Background: an optimization exercise with open tools, aiming at small area. Do not read the settings as production practice.
The RTL was checked by simulation tests, not by an equivalence proof against the original design.
Power and IR drop assume default switching activity.

==> module peak_result_streamer, before the edit <==
module peak_result_streamer
#(
  parameter int          NofRangeBins = NOF_RANGE_BINS,
  parameter logic [15:0] HeaderTag    = HEADER_TAG
) (
  input  logic               clk_i,
  input  logic               rst_i,
  input  logic               group_start_i,
  input  logic               pk_valid_i,
  input  logic [BIN_W-1:0]   pk_bin_i,
  input  logic [VALUE_W-1:0] pk_value_i,
  input  logic [ADDR_W-1:0]  pk_addr_i,
  input  logic               group_done_i,
  output logic [15:0]        y0_o,
  output logic [15:0]        y0z_o,
  output logic [15:0]        y1_o,
  output logic [15:0]        y1z_o,
  output logic               data_valid_o,
  output logic               busy_o,
  output logic               overrun_o,
  output logic [15:0]        frame_cnt_o
);
  localparam logic [15:0] Y1zSum = 16'(NofRangeBins + NofRangeBins * (NofRangeBins - 1) / 2);
  logic                    run;
  logic [4:0]              cnt;
  logic                    accept;
  logic                    drop;
  logic                    wr_en;
  logic                    clr_w;
  logic                    hdr_nxt;
  logic                    rec_nxt;
  logic                    trl_nxt;
  logic [ENTRY_W-1:0]      wr_entry;
  logic [NofRangeBins-1:0] mask;
  logic [NofRangeBins-1:0] mask_nxt;
  peak_result_streamer_pkg::peak_entry_t rd_entry;
  peak_result_streamer_pkg::peak_entry_t rd_q;
  logic                    rd_en;
  logic [3:0]              rec_bin;
  logic [15:0]             checksum;
  logic [15:0]             chk_nxt;
  logic [15:0]             chk_acc;
  logic [15:0]             csa_s0;
  logic [15:0]             csa_c0;
  logic [15:0]             csa_s1;
  logic [15:0]             csa_c1;
  logic [15:0]             y0_nxt;
  logic [15:0]             y0z_nxt;
  logic [15:0]             y1_nxt;
  logic [15:0]             y1_q;
  logic                    hdr_on;
  logic                    rd_hit;
  logic [4:0]              empty_bins;
  assign busy_o  = run;
  assign rd_en   = run & ~cnt[4];
  assign hdr_nxt = run & (cnt == 5'd0);
  assign rec_nxt = run & (cnt != 5'd0) & (cnt <= 5'd16);
  assign trl_nxt = run & (cnt == 5'd17);
  assign accept = group_done_i & ~run;
  assign drop   = group_done_i & run;
  assign wr_en  = pk_valid_i & ~drop;
  assign clr_w  = group_start_i | drop;
  assign wr_entry = {pk_value_i, pk_addr_i};
  always_comb begin
    mask_nxt = (clr_w | hdr_nxt) ? '0 : mask;
    if (wr_en) begin
      mask_nxt[pk_bin_i] = 1'b1;
    end
  end
  always_ff @(posedge clk_i or posedge rst_i) begin
    if (rst_i) begin
      mask <= '0;
    end else begin
      mask <= mask_nxt;
    end
  end
  peak_result_bank #(.Slots(NOF_SLOTS)) u_pool (
    .clk_i      (clk_i),
    .rst_i      (rst_i),
    .clr_w_i    (clr_w),
    .wr_en_i    (wr_en),
    .wr_bin_i   (pk_bin_i),
    .wr_entry_i (wr_entry),
    .swap_i     (accept),
    .rd_en_i    (rd_en),
    .rd_bin_i   (cnt[3:0]),
    .rd_entry_o (rd_entry),
    .rd_hit_o   (rd_hit)
  );
  assign y0_nxt  = rd_q.value[15:0]
                 | (hdr_nxt ? HeaderTag : '0)
                 | (trl_nxt ? checksum : '0);
  assign y0z_nxt = rd_q.value[31:16]
                 | (hdr_nxt ? frame_cnt_o : '0)
                 | (trl_nxt ? ~HeaderTag : '0);
  assign y1_nxt  = 16'(rd_q.addr)
                 | (hdr_nxt ? 16'(mask) : '0)
                 | (trl_nxt ? 16'(empty_bins) : '0);
  assign chk_acc = hdr_nxt ? Y1zSum : checksum;
  assign csa_s0 = chk_acc ^ y0_nxt ^ y0z_nxt;
  assign csa_c0 = ((chk_acc & y0_nxt) | (chk_acc & y0z_nxt) | (y0_nxt & y0z_nxt)) << 1;
  assign csa_s1 = csa_s0 ^ csa_c0 ^ y1_nxt;
  assign csa_c1 = ((csa_s0 & csa_c0) | (csa_s0 & y1_nxt) | (csa_c0 & y1_nxt)) << 1;
  assign chk_nxt = csa_s1 + csa_c1;
  always_ff @(posedge clk_i) begin
    checksum <= chk_nxt;
    cnt      <= accept ? 5'd0 : cnt + 5'd1;
    empty_bins <= hdr_nxt ? 5'(rd_en & ~rd_hit) : empty_bins + 5'(rd_en & ~rd_hit);
  end
  always_ff @(posedge clk_i or posedge rst_i) begin
    if (rst_i) begin
      run          <= 1'b0;
      rd_q         <= '0;
      y0_o         <= '0;
      y0z_o        <= '0;
      y1_q         <= '0;
      overrun_o    <= 1'b0;
      frame_cnt_o  <= '0;
    end else begin
      if (accept) begin
        run <= 1'b1;
      end else if (cnt == 5'd18) begin
        run <= 1'b0;
      end
      if (drop) begin
        overrun_o <= 1'b1;
      end
      if (trl_nxt) begin
        frame_cnt_o <= frame_cnt_o + 16'd1;
      end
      rd_q  <= rd_entry;
      y0_o  <= y0_nxt;
      y0z_o <= y0z_nxt;
      y1_q  <= y1_nxt;
    end
  end
  assign hdr_on       = run & (cnt == 5'd1);
  assign rec_bin      = cnt[3:0] - 4'd2;
  assign data_valid_o = run & (cnt != 5'd0);
  assign y1_o         = y1_q;
  assign y1z_o        = {11'd0, hdr_on, (run & (cnt >= 5'd2) & (cnt <= 5'd17)) ? rec_bin : 4'd0};
endmodule
clock: 12.0 ns
lec_check: 0
cap_margin: 0
core_margin: 2
core_utilization: 40
place_density: 0.75
slew_margin: 0
standard.sh (not shown) runs the stock make flow with config.mk's settings and CLKGATE_MAP_FILE= SYNTH_SCRIPT=/design/flow/synth_recipe.tcl, a recipe that flattens the netlist after the stock synthesis.
==> flow/flow/run.sh <==
#!/bin/bash
# Own layout flow: the standard flow (standard.sh, standard synthesis
# unchanged) with two changes to how the layout is made:
#  - every port still gets a buffer, but of the smallest buffer cell (buf_1)
#  - the clock tree is built without dummy loads, from clkbuf_16 with
#    larger sink clusters
# The make output goes to flow.log here; ORFS's own per-step logs stay
# under orfs/logs/.
set -euo pipefail
CTS_SIZE=32
CTS_DIA=80
export BUFFER_PORTS_ARGS="-buffer_cell sky130_fd_sc_hd__buf_1"
export CTS_ARGS="-sink_clustering_enable -repair_clock_nets -dont_use_dummy_load -buf_list sky130_fd_sc_hd__clkbuf_16 -sink_clustering_size ${CTS_SIZE} -sink_clustering_max_diameter ${CTS_DIA}"
bash standard.sh > flow.log 2>&1
Change:
--- a/flow/design.v
+++ b/flow/design.v
@@ -124,23 +124,19 @@
   logic                    rec_nxt;
   logic                    trl_nxt;
   logic [ENTRY_W-1:0]      wr_entry;
-  logic [NofRangeBins-1:0] mask;
-  logic [NofRangeBins-1:0] mask_nxt;
+  logic [NofRangeBins-1:0] mask_w;
+  logic [NofRangeBins-1:0] mask_w_nxt;
+  logic [NofRangeBins-1:0] mask_r;
   peak_result_streamer_pkg::peak_entry_t rd_entry;
   peak_result_streamer_pkg::peak_entry_t rd_q;
   logic                    rd_en;
   logic [3:0]              rec_bin;
   logic [15:0]             checksum;
   logic [15:0]             chk_nxt;
-  logic [15:0]             chk_acc;
-  logic [15:0]             csa_s0;
-  logic [15:0]             csa_c0;
-  logic [15:0]             csa_s1;
-  logic [15:0]             csa_c1;
   logic [15:0]             y0_nxt;
   logic [15:0]             y0z_nxt;
   logic [15:0]             y1_nxt;
-  logic [15:0]             y1_q;
+  logic [ADDR_W-1:0]       y1_lo;
   logic                    hdr_on;
   logic                    rd_hit;
   logic [4:0]              empty_bins;
@@ -155,16 +151,21 @@
   assign clr_w  = group_start_i | drop;
   assign wr_entry = {pk_value_i, pk_addr_i};
   always_comb begin
-    mask_nxt = (clr_w | hdr_nxt) ? '0 : mask;
+    mask_w_nxt = clr_w ? '0 : mask_w;
     if (wr_en) begin
-      mask_nxt[pk_bin_i] = 1'b1;
+      mask_w_nxt[pk_bin_i] = 1'b1;
     end
   end
   always_ff @(posedge clk_i or posedge rst_i) begin
     if (rst_i) begin
-      mask <= '0;
+      mask_w <= '0;
     end else begin
-      mask <= mask_nxt;
+      mask_w <= accept ? '0 : mask_w_nxt;
+    end
+  end
+  always_ff @(posedge clk_i) begin
+    if (accept) begin
+      mask_r <= mask_w_nxt;
     end
   end
   peak_result_bank #(.Slots(NOF_SLOTS)) u_pool (
@@ -187,14 +188,9 @@
                  | (hdr_nxt ? frame_cnt_o : '0)
                  | (trl_nxt ? ~HeaderTag : '0);
   assign y1_nxt  = 16'(rd_q.addr)
-                 | (hdr_nxt ? 16'(mask) : '0)
+                 | (hdr_nxt ? 16'(mask_r) : '0)
                  | (trl_nxt ? 16'(empty_bins) : '0);
-  assign chk_acc = hdr_nxt ? Y1zSum : checksum;
-  assign csa_s0 = chk_acc ^ y0_nxt ^ y0z_nxt;
-  assign csa_c0 = ((chk_acc & y0_nxt) | (chk_acc & y0z_nxt) | (y0_nxt & y0z_nxt)) << 1;
-  assign csa_s1 = csa_s0 ^ csa_c0 ^ y1_nxt;
-  assign csa_c1 = ((csa_s0 & csa_c0) | (csa_s0 & y1_nxt) | (csa_c0 & y1_nxt)) << 1;
-  assign chk_nxt = csa_s1 + csa_c1;
+  assign chk_nxt = (hdr_nxt ? Y1zSum : checksum) + y0_nxt + y0z_nxt + y1_nxt;
   always_ff @(posedge clk_i) begin
     checksum <= chk_nxt;
     cnt      <= accept ? 5'd0 : cnt + 5'd1;
@@ -206,7 +202,7 @@
       rd_q         <= '0;
       y0_o         <= '0;
       y0z_o        <= '0;
-      y1_q         <= '0;
+      y1_lo        <= '0;
       overrun_o    <= 1'b0;
       frame_cnt_o  <= '0;
     end else begin
@@ -224,12 +220,12 @@
       rd_q  <= rd_entry;
       y0_o  <= y0_nxt;
       y0z_o <= y0z_nxt;
-      y1_q  <= y1_nxt;
+      y1_lo <= y1_nxt[ADDR_W-1:0];
     end
   end
   assign hdr_on       = run & (cnt == 5'd1);
   assign rec_bin      = cnt[3:0] - 4'd2;
   assign data_valid_o = run & (cnt != 5'd0);
-  assign y1_o         = y1_q;
+  assign y1_o         = {(hdr_on ? mask_r[NofRangeBins-1:ADDR_W] : '0), y1_lo};
   assign y1z_o        = {11'd0, hdr_on, (run & (cnt >= 5'd2) & (cnt <= 5'd17)) ? rec_bin : 4'd0};
 endmodule
Outcome:
- hold slack gains 0.011 ns
- critical path depth falls by 2
- worst setup slack is better by 0.26 ns
- first-iteration DRC count came out lower by about 7%
- register-to-register slack got worse by 0.67 ns
- design area grows by 1.1%
- total power went up by about 2.5%

-- what the ideal ports hide --
In the flow no input, the clock included, has a driving cell. The finished layouts below were timed again as built, in two steps. Step 1 sets driving cells, clkbuf_16 on the clock port and buf_2 on the other inputs (assumed; they add their load-dependent delay and slew). Step 2 times the ports against the registers' clock, not the clock port: input delays grow and output delays shrink by t, the midpoint of the rising clock arrivals with the driver on. a / b / c = ideal ports / drivers / drivers and shift; a / b = the first two.
| run | t, ns | setup WS [ns] | slew at the worst register clock pin (ns) | cell pins on the clock port's net |
|---|---|---|---|---|
| the first run | 0.637 | 5.352 / 5.388 / 4.751 | 0.12 / 0.12 | 1 |
| the second run | 0.633 | 5.616 / 5.652 / 5.019 | 0.12 / 0.12 | 1 |
After both steps every run listed still meets setup and hold. For the first run, which loses most, drivers alone change the setup slack by +0.036 ns; drivers and shift together by -0.601 ns.
